From an optimization exercise on the open Yosys and OpenROAD flow, aimed at small area, a short achievable clock period and few clock cycles; shortcuts taken in it are not production practice. Only simulation tests tie the RTL to the original design; equivalence was not proved. No activity file was given, so power comes from the tool's default toggle rates.

== v26 ==
## note_ring_led_pulse_encoder
module note_ring_led_pulse_encoder (
  input  logic        clk,
  input  logic        rst_n,
  input  logic        in_valid,
  output logic        in_ready,
  input  logic [3:0]  note_first,
  input  logic [3:0]  note_second,
  input  logic [3:0]  note_third,
  input  logic [3:0]  note_fourth,
  output logic        out_valid,
  input  logic        out_ready,
  output logic [3:0]  out_led_index,
  output logic [1:0]  out_color_channel,
  output logic [6:0]  out_level,
  output logic [31:0] out_pulse_pattern,
  output logic        out_last,
  input  logic        cfg_we,
  input  logic [6:0]  cfg_wdata
);
Settings: LEC_CHECK=0, CAP_MARGIN=20, CORE_MARGIN=2, CORE_UTILIZATION=40, SETUP_SLACK_MARGIN=4.3, SLEW_MARGIN=20; clock period 7.5 ns.
run.sh (not shown) runs the stock make flow with config.mk's settings and CLKGATE_MAP_FILE= SYNTH_SCRIPT=/design/flow/synth_recipe.tcl, a recipe that flattens the netlist after the stock synthesis.
Testbench counts of v26, summed over its fixed seeds: cycles 13,848.
#### Input delta (v24 over v26)
Settings: swapping 4.3 for 4.0 in SETUP_SLACK_MARGIN; swapping 40 for 65 in CORE_UTILIZATION.
==> results.txt <==
- Compared with v26, v24 is the less power-hungry design.
- v26 → v24: clock network power consumption decreased 23%; post-route non-filler standard cell count now sits lower.
- v24 ends up with lower worst setup slack than v26 does.
- Of v26 and v24, the higher starting DRC count in detailed routing belongs to v24.
Input changes introduced in v37 (baseline for comparison: v24):
Settings: changing CORE_UTILIZATION from 65 to 40; removing SETUP_SLACK_MARGIN (formerly 4.0).
==> results.txt <==
- The final layouts of v24 and v37 pass the timing, DRC and antenna checks.
- Synthesis-to-layout area growth in v37 is 4.0 points lower than in v24
- Going from v24 to v37, routed wire length shrinks by 1.8 mm.
- Run comparison: v24 slowest stage cell on the critical path sky130_fd_sc_hd__edfxtp_1; v37 slowest stage cell on the critical path sky130_fd_sc_hd__mux2i_1
- Cell area: v37 better than v24
- v37 vs. v24: die area went up by about 60%.
Edits applied to the flow inputs when going from v37 to v50:
Settings: ABC_CLOCK_PERIOD_IN_PS: unset -> 3000.
Count of antenna diodes in the layout came out exactly the same in v50 and v37. Comparing v50 against v37, there is no change at all in area share of buffers outside the clock network. Area of the core essentially unchanged between v37 and v50. Horizontal die dimension: v50 vs v37 identical. ~same total via count after detailed routing in v50 and v37.
The following lists how v51 was set up differently from v50:
Settings: ABC_CLOCK_PERIOD_IN_PS: 3000 -> 1200.
Findings:
- Per the final summary, v51 finished and its layout is clean on timing, DRC and antenna.
- As far as average cell area after synthesis goes, v51 and v50 are indistinguishable; the numbers are identical.
- Changes observed in v51 relative to v50: post-cts repair resize count held steady; maximum clock rate barely changed.
- Delta (v51 minus v50): number of vias after detailed routing comparable; sum of routed wire segments on met1 roughly the same; clock share of power essentially unchanged; proportion of cell area occupied by multi-input gates has remained practically unchanged.
- | first-iteration DRC count | v51 vs v50 | ≈ equal |

========
the reference run:
Another version of the RTL of note_ring_led_pulse_encoder (not shown whole).
Size in the first run: roughly 760 cells after synthesis, roughly 54 flip-flops, about 76 I/O pins, about 6600 um2 of cells after synthesis.
clock: 7.5 ns
lec_check: 0
cap_margin: 20
core_margin: 2
core_utilization: 40
setup_slack_margin: 3.0
slew_margin: 20
The reference run | status: complete | timing, DRC, antenna: pass
Testbench counts of the reference run, summed over its fixed seeds: cycles 13,840.
The following lists how the trial run was set up differently from the reference run:
# the reference run
export LEC_CHECK = 0
export CAP_MARGIN = 20
export CORE_MARGIN = 2
export CORE_UTILIZATION = 40
export SETUP_SLACK_MARGIN = 3.0
export SLEW_MARGIN = 20
create_clock -name core_clock -period 7.5 [get_ports {clk}]
# the trial run
export LEC_CHECK = 0
export CAP_MARGIN = 20
export CORE_MARGIN = 2
export CORE_UTILIZATION = 40
export SLEW_MARGIN = 20
create_clock -name core_clock -period 7.5 [get_ports {clk}]
==> results.txt <==
The trial run ends up with higher met3 track demand over resource than the reference run does.
Taking the trial run over the reference run, the critical path depth ratio works out to 0.906.
Relative to the reference run, share of the final layout cell area in multi-input gates has decreased by 0.33 points in the trial run.
In the trial run the proportion of power drawn by the clock network turned out 0.4 points higher than in the reference run.
Row routed via count divided by cell count: the trial run lower / the reference run higher
Per the comparison of the trial run with the reference run, maximum clock frequency now smaller, via count down 220.

-- separate check: timing with driven ports --
How much do the figures lean on ideal ports? The routed layouts below were timed once more, with nothing changed but the port constraints.
Step 1 assumes that a clkbuf_16 drives the clock port and a buf_2 every other input.
Step 2 adds t to the input delays and takes it off the output delays; t is the mean of the earliest and latest rising clock arrival at the registers after step 1. Input paths then give back, and output paths get back, about the clock's delay inside the block.
a / b / c = ideal / step 1 / step 2; a / b = the first two.
run	shift t [ns]	setup slack, ns	worst setup path after step 2	worst register clock-pin slew, ns
v26	0.387	4.084 / 4.084 / 3.883	input to register	0.08 / 0.08
v24	0.411	3.956 / 3.956 / 3.653	input to register	0.12 / 0.12
v37	0.382	3.338 / 3.338 / 3.186	input to register	0.07 / 0.07
v50	0.382	3.338 / 3.338 / 3.186	input to register	0.07 / 0.07
v51	0.382	3.338 / 3.338 / 3.186	input to register	0.07 / 0.07
the reference run	0.329	0.464 / 0.464 / 0.464	register to register	0.07 / 0.07
the trial run	0.338	0.349 / 0.349 / 0.349	register to register	0.08 / 0.08
After both steps every run listed still meets setup and hold. The setup slack of v24, which loses most, moves by 0.000 ns with the drivers and by -0.303 ns with both steps.
